Context: an optimization exercise on an open-source flow, tuned for small area. The choices shown serve that exercise and are no tape-out recipe.
Only simulation tests tie the RTL to the original design; equivalence was not proved.
Power is estimated from default activity; no workload was simulated.

==> inputs of run K <==
==> flow/design.v <==
`default_nettype none
package counter_pkg;
    localparam int CHAN_W = 6;                          
    localparam int LANE_W = 6;                          
    localparam logic [LANE_W-1:0] LANE_NONE = '1;       
    localparam int WB_ADR_W = 8;                        
    localparam int WB_DAT_W = 32;
    localparam logic [WB_ADR_W-1:0] ADDR_CTRL       = 8'h00;  
    localparam logic [WB_ADR_W-1:0] ADDR_STATUS     = 8'h01;  
    localparam logic [WB_ADR_W-1:0] ADDR_WINDOW     = 8'h02;  
    localparam logic [WB_ADR_W-1:0] ADDR_COUNT_BASE = 8'h10;  
    localparam logic [WB_ADR_W-1:0] ADDR_LUT_BASE   = 8'h40;  
    localparam logic [WB_DAT_W-1:0] DEFAULT_WINDOW = 32'd1000;
    typedef enum logic [1:0] {
        IDLE     = 2'd0,
        COUNT    = 2'd1,
        STOPPING = 2'd2                                 
    } ctrl_state_t;
endpackage
`default_nettype wire
`timescale 1ns/1ps
`default_nettype none
module tag_counter_top #(
    parameter int NUM_LANES = 4,
    parameter int COUNT_W   = 32
) (
    input  wire                              detector,
    input  wire                              arst_n_i,
    input  wire                              tag_valid_i,
    input  wire  [counter_pkg::CHAN_W-1:0]   tag_channel_i,
    input  wire                              wb_cyc_i,
    input  wire                              wb_stb_i,
    input  wire                              wb_we_i,
    input  wire  [counter_pkg::WB_ADR_W-1:0] wb_adr_i,
    input  wire  [counter_pkg::WB_DAT_W-1:0] wb_dat_i,
    output logic [counter_pkg::WB_DAT_W-1:0] wb_dat_o,
    output logic                             wb_ack_o,
    output logic [NUM_LANES*COUNT_W-1:0]     count_data_o,
    output logic                             count_valid_o
);
    localparam int DEPTH = 2 ** counter_pkg::CHAN_W;
    localparam int LW    = counter_pkg::LANE_W;
    logic wr_fire;
    logic start_req;
    logic stop_req;
    logic lut_we;
    logic win_we;
    always_ff @(posedge detector or negedge arst_n_i) begin
        if (!arst_n_i) wb_ack_o <= 1'b0;
        else           wb_ack_o <= wb_cyc_i && wb_stb_i && !wb_ack_o;
    end
    assign wr_fire   = wb_ack_o && wb_we_i;
    assign start_req = wr_fire && (wb_adr_i == 8'h00) && wb_dat_i[0];
    assign stop_req  = wr_fire && (wb_adr_i == 8'h00) && wb_dat_i[1];
    assign win_we    = wr_fire && (wb_adr_i == 8'h02);
    assign lut_we    = wr_fire && (wb_adr_i[7:6] == 2'b01);
    logic [LW-1:0] lut_n [DEPTH];
    logic [DEPTH-1:0] ok_n;                             
    always_ff @(posedge detector or negedge arst_n_i) begin
        if (!arst_n_i) begin
            for (int i = 0; i < DEPTH; i++) lut_n[i] <= '0;
        end else if (lut_we) begin
            lut_n[wb_adr_i[5:0]] <= ~wb_dat_i[LW-1:0];
        end
    end
    for (genvar i = 0; i < DEPTH; i++) begin : g_ok
        assign ok_n[i] = ~&lut_n[i][LW-1:2];
    end
    logic       hit_q;
    logic [1:0] hit_lane_q;
    always_ff @(posedge detector) begin
        hit_q      <= tag_valid_i && !ok_n[tag_channel_i];
        hit_lane_q <= ~lut_n[tag_channel_i][1:0];
    end
    logic active_q;
    logic stopping_q;
    logic window_end;
    logic snap_seen_q;
    always_ff @(posedge detector or negedge arst_n_i) begin
        if (!arst_n_i) begin
            active_q   <= 1'b0;
            stopping_q <= 1'b0;
        end else if (!active_q) begin
            active_q   <= start_req;
        end else begin
            active_q   <= !(window_end && (stopping_q || stop_req));
            stopping_q <= !window_end && (stopping_q || stop_req);
        end
    end
    logic [31:0] window_q;
    logic [31:0] remain_q;                              
    logic        load;
    always_ff @(posedge detector or negedge arst_n_i) begin
        if (!arst_n_i)   window_q <= counter_pkg::DEFAULT_WINDOW;
        else if (win_we) window_q <= wb_dat_i;
    end
    assign window_end = active_q && (remain_q == 32'd1);
    assign load       = (!active_q && start_req) || window_end;
    always_ff @(posedge detector) begin
        if (load) remain_q <= window_q;
        else      remain_q <= remain_q - 1'b1;
    end
    logic [COUNT_W-1:0] acc_q  [NUM_LANES];
    logic [COUNT_W-1:0] snap_q [NUM_LANES];
    for (genvar l = 0; l < NUM_LANES; l++) begin : g_lane
        logic               inc;
        logic [COUNT_W-1:0] acc_next;
        assign inc      = hit_q && (hit_lane_q == l);
        assign acc_next = (inc && (acc_q[l] != '1)) ? acc_q[l] + 1'b1 : acc_q[l];
        always_ff @(posedge detector) begin
            if (load) acc_q[l] <= '0;
            else      acc_q[l] <= acc_next;
        end
        always_ff @(posedge detector or negedge arst_n_i) begin
            if (!arst_n_i)       snap_q[l] <= '0;
            else if (window_end) snap_q[l] <= acc_next;
        end
        assign count_data_o[l*COUNT_W +: COUNT_W] = snap_q[l];
    end
    always_ff @(posedge detector or negedge arst_n_i) begin
        if (!arst_n_i) begin
            count_valid_o <= 1'b0;
            snap_seen_q   <= 1'b0;
        end else begin
            count_valid_o <= window_end;
            if (count_valid_o && !active_q) snap_seen_q <= 1'b1;
        end
    end
    always_comb begin
        wb_dat_o = '0;
        if (wb_adr_i[7:6] == 2'b01) begin
            wb_dat_o[LW-1:0] = ~lut_n[wb_adr_i[5:0]];
        end else if (wb_adr_i[7:2] == 6'b000100) begin
            wb_dat_o = snap_q[wb_adr_i[1:0]];
        end else if (wb_adr_i == 8'h01) begin
            wb_dat_o[1:0] = {snap_seen_q, active_q};
        end else if (wb_adr_i == 8'h02) begin
            wb_dat_o = window_q;
        end
    end
endmodule
`default_nettype wire
==> flow/run.sh <==
#!/bin/bash
# synth_recipe.tcl (not shown) runs the flow's synth.tcl, then flattens the netlist and writes it again
# the make line also repeats each setting of config.mk as NAME=value (left out here)
make -C /OpenROAD-flow-scripts/flow DESIGN_CONFIG=/design/flow/config.mk WORK_HOME=/design/flow/orfs CLKGATE_MAP_FILE= SYNTH_SCRIPT=/design/flow/synth_recipe.tcl finish
==> flow/config.mk <==
export PLATFORM = sky130hd
export DESIGN_NAME = tag_counter_top
export DESIGN_NICKNAME = tag_counter_top
export VERILOG_FILES = /design/flow/design.v
export SDC_FILE = /design/flow/constraint.sdc
export NUM_CORES = 4
export LEC_CHECK = 0
export CAP_MARGIN = 20
export CORE_MARGIN = 2
export CORE_UTILIZATION = 40
export SLEW_MARGIN = 20
==> flow/constraint.sdc <==
create_clock -name core_clock -period 8.0 [get_ports {detector}]
set_input_delay 1.6000 -clock core_clock [delete_from_list [all_inputs] [get_ports {detector}]]
set_output_delay 1.6000 -clock core_clock [all_outputs]
set_load 0.01 [all_outputs]
==> run E (differences from run K) <==
--- a/flow/design.v
+++ b/flow/design.v
@@ -55,21 +55,52 @@
     assign win_we    = wr_fire && (wb_adr_i == 8'h02);
     assign lut_we    = wr_fire && (wb_adr_i[7:6] == 2'b01);
-    logic [LW-1:0] lut_n [DEPTH];
-    logic [DEPTH-1:0] ok_n;                             
+    logic [DEPTH*LW-1:0] lut_n;                       
+    logic [DEPTH-1:0] row_sel;                          
+    logic [DEPTH-1:0] tag_sel;                          
+    logic [DEPTH-1:0] ok;                               
+    logic [DEPTH-1:0] rd_col   [LW];                    
+    logic [DEPTH-1:0] tag_col  [2];                     
+    logic [DEPTH-1:0] tag_okc;
+    logic [LW-1:0]    lut_rd;
+    logic             tag_hit;
+    logic [1:0]       tag_lane;
+    logic          clear_q;
+    logic [LW-1:0] lut_wd;
     always_ff @(posedge detector or negedge arst_n_i) begin
-        if (!arst_n_i) begin
-            for (int i = 0; i < DEPTH; i++) lut_n[i] <= '0;
-        end else if (lut_we) begin
-            lut_n[wb_adr_i[5:0]] <= ~wb_dat_i[LW-1:0];
+        if (!arst_n_i) clear_q <= 1'b1;
+        else           clear_q <= 1'b0;
+    end
+    assign lut_wd = clear_q ? '0 : ~wb_dat_i[LW-1:0];
+    for (genvar i = 0; i < DEPTH; i++) begin : g_row
+        assign row_sel[i] = (wb_adr_i[5:0] == i);
+        assign tag_sel[i] = (tag_channel_i == i);
+        assign ok[i]      = &lut_n[LW*i+2 +: LW-2];
+        logic row_we;
+        assign row_we = clear_q || (lut_we && row_sel[i]);
+        always_ff @(posedge detector) begin
+            if (row_we) lut_n[LW*i +: LW] <= lut_wd;
         end
+        for (genvar b = 0; b < LW; b++) begin : g_bit
+            assign rd_col[b][i] = row_sel[i] && lut_n[LW*i+b];
+        end
+        assign tag_col[0][i] = tag_sel[i] && lut_n[LW*i];
+        assign tag_col[1][i] = tag_sel[i] && lut_n[LW*i+1];
+        assign tag_okc[i]    = tag_sel[i] && ok[i];
     end
-    for (genvar i = 0; i < DEPTH; i++) begin : g_ok
-        assign ok_n[i] = ~&lut_n[i][LW-1:2];
+    for (genvar b = 0; b < LW; b++) begin : g_rd
+        assign lut_rd[b] = ~|rd_col[b];
     end
+    logic [LW-1:0] lut_rd_q;
+    always_ff @(posedge detector) begin
+        lut_rd_q <= lut_rd | {LW{clear_q}};
+    end
+    assign tag_hit     = tag_valid_i && !clear_q && |tag_okc;
+    assign tag_lane[0] = ~|tag_col[0];
+    assign tag_lane[1] = ~|tag_col[1];
     logic       hit_q;
     logic [1:0] hit_lane_q;
     always_ff @(posedge detector) begin
-        hit_q      <= tag_valid_i && !ok_n[tag_channel_i];
-        hit_lane_q <= ~lut_n[tag_channel_i][1:0];
+        hit_q      <= tag_hit;
+        hit_lane_q <= tag_lane;
     end
     logic active_q;
@@ -90,4 +121,6 @@
     logic [31:0] window_q;
     logic [31:0] remain_q;                              
+    logic [32:0] borrow;
+    logic [31:0] remain_dec;
     logic        load;
     always_ff @(posedge detector or negedge arst_n_i) begin
@@ -95,24 +128,32 @@
         else if (win_we) window_q <= wb_dat_i;
     end
-    assign window_end = active_q && (remain_q == 32'd1);
+    assign borrow[0] = 1'b1;
+    for (genvar i = 0; i < 32; i++) begin : g_dec
+        assign remain_dec[i] = remain_q[i] ^ borrow[i];
+        assign borrow[i+1]   = borrow[i] && !remain_q[i];
+    end
+    assign window_end = active_q && remain_q[0] && (remain_q[31:1] == '0);
     assign load       = (!active_q && start_req) || window_end;
     always_ff @(posedge detector) begin
         if (load) remain_q <= window_q;
-        else      remain_q <= remain_q - 1'b1;
+        else      remain_q <= remain_dec;
     end
     logic [COUNT_W-1:0] acc_q  [NUM_LANES];
     logic [COUNT_W-1:0] snap_q [NUM_LANES];
     for (genvar l = 0; l < NUM_LANES; l++) begin : g_lane
-        logic               inc;
-        logic [COUNT_W-1:0] acc_next;
-        assign inc      = hit_q && (hit_lane_q == l);
-        assign acc_next = (inc && (acc_q[l] != '1)) ? acc_q[l] + 1'b1 : acc_q[l];
+        logic [COUNT_W:0]   carry;
+        logic [COUNT_W-1:0] sum;
+        assign carry[0] = hit_q && (hit_lane_q == l) && !(&acc_q[l]);
+        for (genvar i = 0; i < COUNT_W; i++) begin : g_inc
+            assign sum[i]     = acc_q[l][i] ^ carry[i];
+            assign carry[i+1] = carry[i] && acc_q[l][i];
+        end
         always_ff @(posedge detector) begin
             if (load) acc_q[l] <= '0;
-            else      acc_q[l] <= acc_next;
+            else      acc_q[l] <= sum;
         end
         always_ff @(posedge detector or negedge arst_n_i) begin
             if (!arst_n_i)       snap_q[l] <= '0;
-            else if (window_end) snap_q[l] <= acc_next;
+            else if (window_end) snap_q[l] <= sum;
         end
         assign count_data_o[l*COUNT_W +: COUNT_W] = snap_q[l];
@@ -127,15 +168,25 @@
         end
     end
+    logic       sel_lut;
+    logic [3:0] sel_snap;
+    logic       sel_status;
+    logic       sel_window;
+    assign sel_lut    = (wb_adr_i[7:6] == 2'b01);
+    assign sel_status = (wb_adr_i == 8'h01);
+    assign sel_window = (wb_adr_i == 8'h02);
+    for (genvar l = 0; l < NUM_LANES; l++) begin : g_sel
+        assign sel_snap[l] = (wb_adr_i == 8'h10 + l);
+    end
     always_comb begin
-        wb_dat_o = '0;
-        if (wb_adr_i[7:6] == 2'b01) begin
-            wb_dat_o[LW-1:0] = ~lut_n[wb_adr_i[5:0]];
-        end else if (wb_adr_i[7:2] == 6'b000100) begin
-            wb_dat_o = snap_q[wb_adr_i[1:0]];
-        end else if (wb_adr_i == 8'h01) begin
-            wb_dat_o[1:0] = {snap_seen_q, active_q};
-        end else if (wb_adr_i == 8'h02) begin
-            wb_dat_o = window_q;
+        for (int b = 0; b < 32; b++) begin
+            wb_dat_o[b] = (sel_snap[0] && snap_q[0][b]) || (sel_snap[1] && snap_q[1][b]) ||
+                          (sel_snap[2] && snap_q[2][b]) || (sel_snap[3] && snap_q[3][b]) ||
+                          (sel_window && window_q[b]);
         end
+        for (int b = 0; b < LW; b++) begin
+            wb_dat_o[b] = wb_dat_o[b] || (sel_lut && lut_rd_q[b]);
+        end
+        wb_dat_o[0] = wb_dat_o[0] || (sel_status && active_q);
+        wb_dat_o[1] = wb_dat_o[1] || (sel_status && snap_seen_q);
     end
 endmodule
==> flow/flow/run.sh (new file) <==
#!/bin/bash
# Layout flow: the standard ORFS layout with three changes
#  - synthesis maps logic with an area-oriented ABC script (flow/area.abc);
#    the registers come from the same steps as the standard synthesis
#  - port buffers are the smallest buffer cell
#  - clock tree synthesis inserts no dummy loads
# Each tool's full output stays in the ORFS log folder and in flow_*.log here.
set -euo pipefail
W=$PWD
F=$W/flow

# synthesis script: the standard flow's own, with abc's -script replaced
{
    echo "proc abc {args} {"
    echo "    set i [lsearch -exact \$args -script]"
    echo "    if {\$i >= 0} { lset args [expr {\$i + 1}] $F/area.abc }"
    echo "    yosys abc {*}\$args"
    echo "}"
    cat "$W/synth_recipe.tcl"
} > "$W/flow_synth.tcl"

CTS="-sink_clustering_enable -repair_clock_nets -sink_clustering_size 16 -sink_clustering_max_diameter 100 -dont_use_dummy_load -buf_list sky130_fd_sc_hd__clkbuf_8"

bash "$W/standard.sh" \
    "SYNTH_SCRIPT=$W/flow_synth.tcl" \
    "BUFFER_PORTS_ARGS=-buffer_cell sky130_fd_sc_hd__buf_1" \
    "CTS_ARGS=$CTS" \
    finish > "$W/flow_make.log" 2>&1
==> flow/flow/area.abc (new file) <==
&get -n
&st
&syn2
&dch
&nf -R 1000
&st
&syn2
&dch
&nf -R 1000
&put
==> flow/standard.sh (new file) <==
#!/bin/bash
# synth_recipe.tcl (not shown) runs the flow's synth.tcl, then flattens the netlist and writes it again
# the make line also repeats each setting of config.mk as NAME=value (left out here)
make -C /OpenROAD-flow-scripts/flow DESIGN_CONFIG=/design/flow/config.mk WORK_HOME=/design/flow/orfs CLKGATE_MAP_FILE= SYNTH_SCRIPT=/design/flow/synth_recipe.tcl "${@:-finish}"
--- a/flow/config.mk
+++ b/flow/config.mk
@@ -6,6 +6,8 @@
 export NUM_CORES = 4
 export LEC_CHECK = 0
-export CAP_MARGIN = 20
+export CAP_MARGIN = 5
 export CORE_MARGIN = 2
-export CORE_UTILIZATION = 40
-export SLEW_MARGIN = 20
+export CORE_UTILIZATION = 60
+export GPL_TIMING_DRIVEN = 0
+export PLACE_DENSITY = 0.85
+export SLEW_MARGIN = 5
removed: flow/run.sh
==> summary of the runs <==
Run K finished clean. Run E ran to the end with no violations. Global-route usage: run K is higher than run E (0.76 points). Non-clock buffer count: run K is higher than run E (48). Against run E, the power of run K is larger by 35%. In run E the via count is lower than in run K, by 26%. Of run K and run E, run K has the higher final cell count (gap about 50%, measured against run E). In run K the clock power is higher than in run E, by 140%. In run K the fmax is higher than in run E, by about 1.8%. Between run K and run E, the lower sequential power is in run K (gap about 8%, measured against run E). Of run E and run K, run K has the higher design area (gap 17%, measured against run K). Hold slack: run K is worse than run E (4.2 ps).

==> port drivers added, routing unchanged <==
Ports are ideal in the flow. The routed layouts listed here were re-timed in OpenROAD.
Step 1 (the two cells are an assumption about what drives the block):
set clk [get_ports {detector}]
set_driving_cell -lib_cell sky130_fd_sc_hd__clkbuf_16 $clk
set_driving_cell -lib_cell sky130_fd_sc_hd__buf_2 [delete_from_list [all_inputs] $clk]
Step 2 adds t to the input delays and takes it off the output delays; t is the mean of the earliest and latest rising clock arrival at the registers after step 1. Input paths then give back, and output paths get back, about the clock's delay inside the block.
Three values: no drivers, after step 1, after step 2; two values: the first two.
run | t (ns) | setup slack, ns | clock arrival spread, ns
run K | 0.720 | 0.458 / 0.431 / 0.431 | 0.037 / 0.038
run E | 0.742 | 0.319 / 0.319 / 0.319 | 0.091 / 0.091
After both steps setup and hold are still met in every run listed. For run K, which loses most, drivers alone change the setup slack by -0.027 ns; drivers and shift together by -0.027 ns.
